Background: an optimization exercise with open tools, aiming at small area and a short achievable clock period. Do not read the settings as production practice. Only simulation tests tie the RTL to the original design; equivalence was not proved. Power figures rest on the tool's default switching activity, not on a simulated workload.

## conv_top
module conv_top #(
  parameter int PIXEL_W = 8
) (
    input  wire logic                                          clk
  , input  wire logic                                          reset_i
  , input  wire logic                                          s_tvalid_i
  , input  wire logic [PIXEL_W-1:0]                            s_tdata_i
  , input  wire logic                                          s_tuser_i
  , input  wire logic                                          s_tlast_i
  , input  wire logic                                          m_tready_i
  , output logic                                               s_tready_o
  , output logic                                               col_vld_o
  , output logic [5:0]                                         col_pos_o
  , output logic [conv_geom_pkg::KERNEL_ROWS*PIXEL_W-1:0]      col_data_o
);
  logic                                             advance;
  logic [4:1]                                       sof_hist;
  ...
Settings: LEC_CHECK=0, CAP_MARGIN=20, CORE_MARGIN=2, CORE_UTILIZATION=40, SLEW_MARGIN=20; clock period 5.0 ns.
run.sh (not shown) runs the stock make flow with config.mk's settings and CLKGATE_MAP_FILE= SYNTH_SCRIPT=/design/flow/synth_recipe.tcl, a recipe that flattens the netlist after the stock synthesis.
Then changed:
--- a/flow/config.mk
+++ b/flow/config.mk
@@ -9,3 +9,6 @@
 export CORE_MARGIN = 2
 export CORE_UTILIZATION = 40
+export CTS_BUF_LIST = sky130_fd_sc_hd__clkbuf_4 sky130_fd_sc_hd__clkbuf_8
+export CTS_CLUSTER_SIZE = 30
+export SETUP_SLACK_MARGIN = 2.5
 export SLEW_MARGIN = 20
Result:
- The new run completed with no timing, DRC or antenna violations
- wire length is higher by 10%
- sequential share of layout area is lower by 2.8 points
- power is lower by 1.0%


build 45:
conv_top, a different RTL version from the one above (not shown whole).
For scale: roughly 5600 cells after synthesis.
clock: 5.0 ns
lec_check: 0
cap_margin: 20
core_margin: 2
core_utilization: 75
cts_cluster_diameter: 110
cts_cluster_size: 30
setup_slack_margin: 3.3
slew_margin: 20
synth_hierarchical: 1
synth_minimum_keep_size: 0
The inputs of build 52 differ from those of build 45 as listed below.
Settings: a change of SETUP_SLACK_MARGIN from 3.3 to 2.8.
[summary]
Final cell count (higher): build 45. Compared with build 45, build 52 ends up with less cell area. When the final numbers for build 52 and build 45 were put side by side, the share of total power in combinational logic turned out to be smaller in build 52. On clock skew, build 45 beats build 52. Between build 52 and build 45, combined area of the multi-input logic cells is lower for build 52, build 45 comes in above that.
The inputs of build 30 differ from those of build 52 as listed below.
Settings: SETUP_SLACK_MARGIN now 2.65, was 2.8.
Findings:
- Both conditions hold for build 30: the flow ran to the end and the final layout passed the timing, design-rule and antenna checks.
- Re number of instances resized during post-cts repair: build 52 was higher than build 30.
- Build 30 against build 52: number of vias per cell after detailed routing level, core occupancy in the finished layout held, maximum frequency moved down, global placer's final weighted congestion shrank by 1.0%, internal power summed over all cells moved down.
- Count of non-CTS inverters in the layout (lower): build 30
- Compared build 30 against build 52; cell area after placement within noise.
- Total of clock buffers placed in the layout: build 30 vs build 52 up about 1.2%
- Build 52 and build 30 ended up with nearly the same total non-filler cell area in the finished layout.


## try-cedar
conv_top again, from the RTL that the note above started with.
## conv_top
module conv_top #(
  parameter int PIXEL_W = 8
) (
    input  wire logic                                          clk
  , input  wire logic                                          reset_i
  , input  wire logic                                          s_tvalid_i
  , input  wire logic [PIXEL_W-1:0]                            s_tdata_i
  , input  wire logic                                          s_tuser_i
  , input  wire logic                                          s_tlast_i
  , input  wire logic                                          m_tready_i
  , output logic                                               s_tready_o
  , output logic                                               col_vld_o
  , output logic [5:0]                                         col_pos_o
  , output logic [conv_geom_pkg::KERNEL_ROWS*PIXEL_W-1:0]      col_data_o
);
clock: 5.0 ns
lec_check: 0
cap_margin: 20
core_margin: 2
core_utilization: 85
cts_cluster_diameter: 110
cts_cluster_size: 30
setup_slack_margin: 2.8
slew_margin: 20
synth_hierarchical: 1
synth_minimum_keep_size: 0
## Diff of input files: try-yarrow against try-cedar
-- flow/config.mk --
<<< try-cedar, line 10
export CORE_UTILIZATION = 85
>>> try-yarrow, line 10
export CORE_UTILIZATION = 65
[summary]
Both conditions hold for try-yarrow: the flow ran to the end and the final layout passed the timing, design-rule and antenna checks.
try-yarrow vs try-cedar: design area up slightly
Maximum achievable frequency essentially unchanged between try-cedar and try-yarrow.
The wire length per cell in try-yarrow sits 3.6 µm below the value recorded for try-cedar.
In terms of stage delay of the slowest cell on the critical path, try-cedar and try-yarrow differ only marginally.
Fraction of the core area covered by cells at the end of the flow, try-yarrow and try-cedar: lower on try-yarrow
What try-fjord does differently from try-yarrow at the input level:
-- flow/config.mk --
<<< try-yarrow, line 11
export CTS_CLUSTER_DIAMETER = 110
export CTS_CLUSTER_SIZE = 30
>>> try-fjord, line 11
export CTS_CLUSTER_DIAMETER = 100
export CTS_CLUSTER_SIZE = 25
Notes after the runs:
- try-fjord | stages: all done | timing, DRC, antenna: all pass
- Detailed router's first-iteration violation count of try-fjord falls short of that of try-yarrow by a little under 10%.
- try-fjord contains more vias than try-yarrow.
- Diff try-yarrow -> try-fjord: post-layout instance area +230 µm²; worst setup slack rose 10 ps; number of instances resized during post-cts repair went up; number of hold violations in the final report essentially unchanged; register share of the cell area decreased by 0.20 points relative to the old numbers.
- Delta (try-fjord minus try-yarrow): share of power burned in combinational logic lower, post-layout total power went up by about 1.5%, via count of the first global-routing pass +193.


Setup of lane 1:
conv_top, a different RTL version from the one above (not shown whole).
Size in the first run: roughly 62 I/O pins, roughly 67000 um^2 of cells after synthesis.
Settings: LEC_CHECK=0, CAP_MARGIN=20, CORE_MARGIN=2, CORE_UTILIZATION=40, SETUP_SLACK_MARGIN=2.5, SLEW_MARGIN=20, SYNTH_HIERARCHICAL=1, SYNTH_MINIMUM_KEEP_SIZE=0; clock period 5.0 ns.
Lane 1 finished every step from synthesis to the final layout, and the layout passed the timing, design-rule and antenna checks.
The following lists how lane 2 was set up differently from lane 1:
# lane 1
export LEC_CHECK = 0
export CAP_MARGIN = 20
export CORE_MARGIN = 2
export CORE_UTILIZATION = 40
export SETUP_SLACK_MARGIN = 2.5
export SLEW_MARGIN = 20
export SYNTH_HIERARCHICAL = 1
export SYNTH_MINIMUM_KEEP_SIZE = 0
create_clock -name core_clock -period 5.0 [get_ports {clk}]
# lane 2
export LEC_CHECK = 0
export CAP_MARGIN = 20
export CORE_MARGIN = 2
export CORE_UTILIZATION = 65
export CTS_CLUSTER_DIAMETER = 100
export CTS_CLUSTER_SIZE = 25
export SETUP_SLACK_MARGIN = 2.8
export SLEW_MARGIN = 20
export SYNTH_HIERARCHICAL = 1
export SYNTH_MINIMUM_KEEP_SIZE = 0
create_clock -name core_clock -period 5.0 [get_ports {clk}]
[summary]
- Lane 2: power share of the combinational group 1.7 points above lane 1
- Areal power density over the cells shrinks by more than 10% when moving from lane 1 to lane 2.
- Comparing lane 2 and lane 1, the lower total design power is on lane 2.
- Antenna diode instance count: lane 2 < lane 1
- The setup slack of lane 2 is smaller than that of lane 1.
Inputs modified between lane 2 and lane 3:
# lane 2
export LEC_CHECK = 0
export CAP_MARGIN = 20
export CORE_MARGIN = 2
export CORE_UTILIZATION = 65
export CTS_CLUSTER_DIAMETER = 100
export CTS_CLUSTER_SIZE = 25
export SETUP_SLACK_MARGIN = 2.8
export SLEW_MARGIN = 20
export SYNTH_HIERARCHICAL = 1
export SYNTH_MINIMUM_KEEP_SIZE = 0
create_clock -name core_clock -period 5.0 [get_ports {clk}]
# lane 3
export LEC_CHECK = 0
export CAP_MARGIN = 20
export CORE_MARGIN = 2
export CORE_UTILIZATION = 65
export CTS_CLUSTER_DIAMETER = 100
export CTS_CLUSTER_SIZE = 25
export SETUP_SLACK_MARGIN = 2.5
export SLEW_MARGIN = 20
export SYNTH_HIERARCHICAL = 1
export SYNTH_MINIMUM_KEEP_SIZE = 0
create_clock -name core_clock -period 5.0 [get_ports {clk}]
[summary]
Lane 3 did not stop at any stage, and its layout met the timing, design-rule and antenna checks. Total congestion overflow across lane 2 and lane 3: no real change. Fraction of standard cell area that is sequential in lane 3 is 0.36 points above lane 2. When lane 3 is set beside lane 2, its global routing met1 resource utilization turns out to be 0.74 points larger. Clock buffer count shrinks slightly when moving from lane 2 to lane 3. Comparing lane 2 with lane 3, the number of cells produced by synthesis came out essentially unchanged. Lane 2 -> lane 3: via count of the first global-routing pass decreased slightly. Core utilization: lane 3 lower than lane 2. Of lane 3 and lane 2, it is lane 3 that has the lower HPWL reported at the end of detailed placement. The run showing the smaller cell count is lane 3.
For lane 4, these inputs were changed with respect to lane 3:
# lane 3
export LEC_CHECK = 0
export CAP_MARGIN = 20
export CORE_MARGIN = 2
export CORE_UTILIZATION = 65
export CTS_CLUSTER_DIAMETER = 100
export CTS_CLUSTER_SIZE = 25
export SETUP_SLACK_MARGIN = 2.5
export SLEW_MARGIN = 20
export SYNTH_HIERARCHICAL = 1
export SYNTH_MINIMUM_KEEP_SIZE = 0
create_clock -name core_clock -period 5.0 [get_ports {clk}]
# lane 4
export LEC_CHECK = 0
export CAP_MARGIN = 20
export CORE_MARGIN = 2
export CORE_UTILIZATION = 65
export SETUP_SLACK_MARGIN = 2.5
export SLEW_MARGIN = 20
export SYNTH_HIERARCHICAL = 1
export SYNTH_MINIMUM_KEEP_SIZE = 0
create_clock -name core_clock -period 5.0 [get_ports {clk}]
Notes after the runs:
- The final reports for lane 4 and lane 3 show area growth from synthesis to layout higher in the former.
- Side by side, H-tree depth turned out higher in lane 4 than in lane 3.
- The run showing the smaller average wire length per cell after detail routing is lane 4.
- Global routing met2 resource utilization was lower in the run labelled lane 4.
- Lane 4 can be clocked slower than lane 3.
- Compared with lane 3, in lane 4 global-route total usage across every layer increased 0.37 points; total power draw increased 18%; worst voltage drop across the vdd grid increased 50 uV.
- For the final instance area, lane 4 came in 5.5% higher than lane 3 did.


## 04-21
RTL: one of the versions met above, not the one the previous note started from.
For scale: about 5,600 cells after synthesis, roughly 62 I/O pins.
clock: 5.0 ns
lec_check: 0
cap_margin: 20
core_margin: 2
core_utilization: 75
cts_cluster_diameter: 110
cts_cluster_size: 30
setup_slack_margin: 2.8
slew_margin: 20
synth_hierarchical: 1
synth_minimum_keep_size: 0
tns_end_percent: 10
04-21 went all the way through the flow, and no timing, DRC or antenna check failed.
Changes in 11-09 relative to 04-21:
# 04-21
export LEC_CHECK = 0
export CAP_MARGIN = 20
export CORE_MARGIN = 2
export CORE_UTILIZATION = 75
export CTS_CLUSTER_DIAMETER = 110
export CTS_CLUSTER_SIZE = 30
export SETUP_SLACK_MARGIN = 2.8
export SLEW_MARGIN = 20
export SYNTH_HIERARCHICAL = 1
export SYNTH_MINIMUM_KEEP_SIZE = 0
export TNS_END_PERCENT = 10
create_clock -name core_clock -period 5.0 [get_ports {clk}]
# 11-09
export LEC_CHECK = 0
export CAP_MARGIN = 20
export CORE_MARGIN = 2
export CORE_UTILIZATION = 75
export CTS_CLUSTER_DIAMETER = 110
export CTS_CLUSTER_SIZE = 30
export SETUP_SLACK_MARGIN = 2.55
export SLEW_MARGIN = 20
export SYNTH_HIERARCHICAL = 1
export SYNTH_MINIMUM_KEEP_SIZE = 0
create_clock -name core_clock -period 5.0 [get_ports {clk}]
Findings:
- Sequential share of cell area is higher on 11-09
- Looking at 11-09 and 04-21, the sequential cell area is a wash.
- 04-21 has a higher top achievable clock speed than 11-09.
- 11-09 reports its highest-delay cell along the critical path as edfxtp_1 while 04-21 reports and3_4.

port drivers added, routing unchanged:
The flow's constraints put no driver on any port. The routed layouts listed below were extracted and timed again, unchanged, in two steps. Step 1 assumes that a clkbuf_16 drives the clock port and a buf_2 every other input. Step 2 moves the port delays by t, midway between the first and last clock arrival at a register: inputs arrive t later, outputs are due t later. That takes back most of the time a late clock gives input paths. Slacks: ideal ports / drivers / drivers and shift; pairs: ideal ports / drivers.
| run | shift t [ns] | slack for setup (ns) | hold WS [ns] | slew at the worst register clock pin (ns) | worst data-port slew with drivers (ns) |
|---|---|---|---|---|---|
| the first run of note 1 | 0.860 | 0.991 / 0.991 / 0.991 | 0.409 / 0.409 / 0.409 | 0.07 / 0.07 | 0.03 |
| the second run of note 1 | 1.047 | 2.063 / 2.063 / 1.849 | 0.394 / 0.394 / 0.394 | 0.07 / 0.07 | 0.03 |
| build 45 | 0.756 | 2.583 / 2.516 / 2.441 | 0.442 / 0.442 / 0.442 | 0.12 / 0.12 | 0.04 |
| build 52 | 0.744 | 2.622 / 2.563 / 2.196 | 0.430 / 0.430 / 0.430 | 0.12 / 0.12 | 0.04 |
| build 30 | 0.748 | 2.594 / 2.540 / 2.034 | 0.428 / 0.428 / 0.428 | 0.11 / 0.11 | 0.04 |
| try-cedar | 0.741 | 2.632 / 2.584 / 2.126 | 0.433 / 0.433 / 0.433 | 0.11 / 0.11 | 0.05 |
| try-yarrow | 0.764 | 2.632 / 2.599 / 2.072 | 0.440 / 0.440 / 0.440 | 0.12 / 0.12 | 0.04 |
| try-fjord | 0.768 | 2.642 / 2.609 / 2.073 | 0.441 / 0.441 / 0.441 | 0.10 / 0.10 | 0.04 |
| lane 1 | 0.866 | 2.517 / 2.495 / 1.703 | 0.418 / 0.418 / 0.418 | 0.07 / 0.07 | 0.04 |
| lane 2 | 0.766 | 2.513 / 2.468 / 2.044 | 0.440 / 0.440 / 0.440 | 0.10 / 0.10 | 0.06 |
| lane 3 | 0.765 | 2.471 / 2.430 / 1.798 | 0.439 / 0.439 / 0.439 | 0.10 / 0.10 | 0.05 |
| lane 4 | 0.843 | 2.385 / 2.355 / 1.600 | 0.436 / 0.436 / 0.436 | 0.06 / 0.06 | 0.05 |
| 04-21 | 0.746 | 2.623 / 2.566 / 2.165 | 0.431 / 0.431 / 0.431 | 0.12 / 0.12 | 0.04 |
| 11-09 | 0.736 | 2.560 / 2.537 / 1.912 | 0.428 / 0.428 / 0.428 | 0.11 / 0.11 | 0.05 |
After both steps every run listed still meets setup and hold. For lane 1, which loses most, drivers alone change the setup slack by -0.022 ns; drivers and shift together by -0.814 ns.
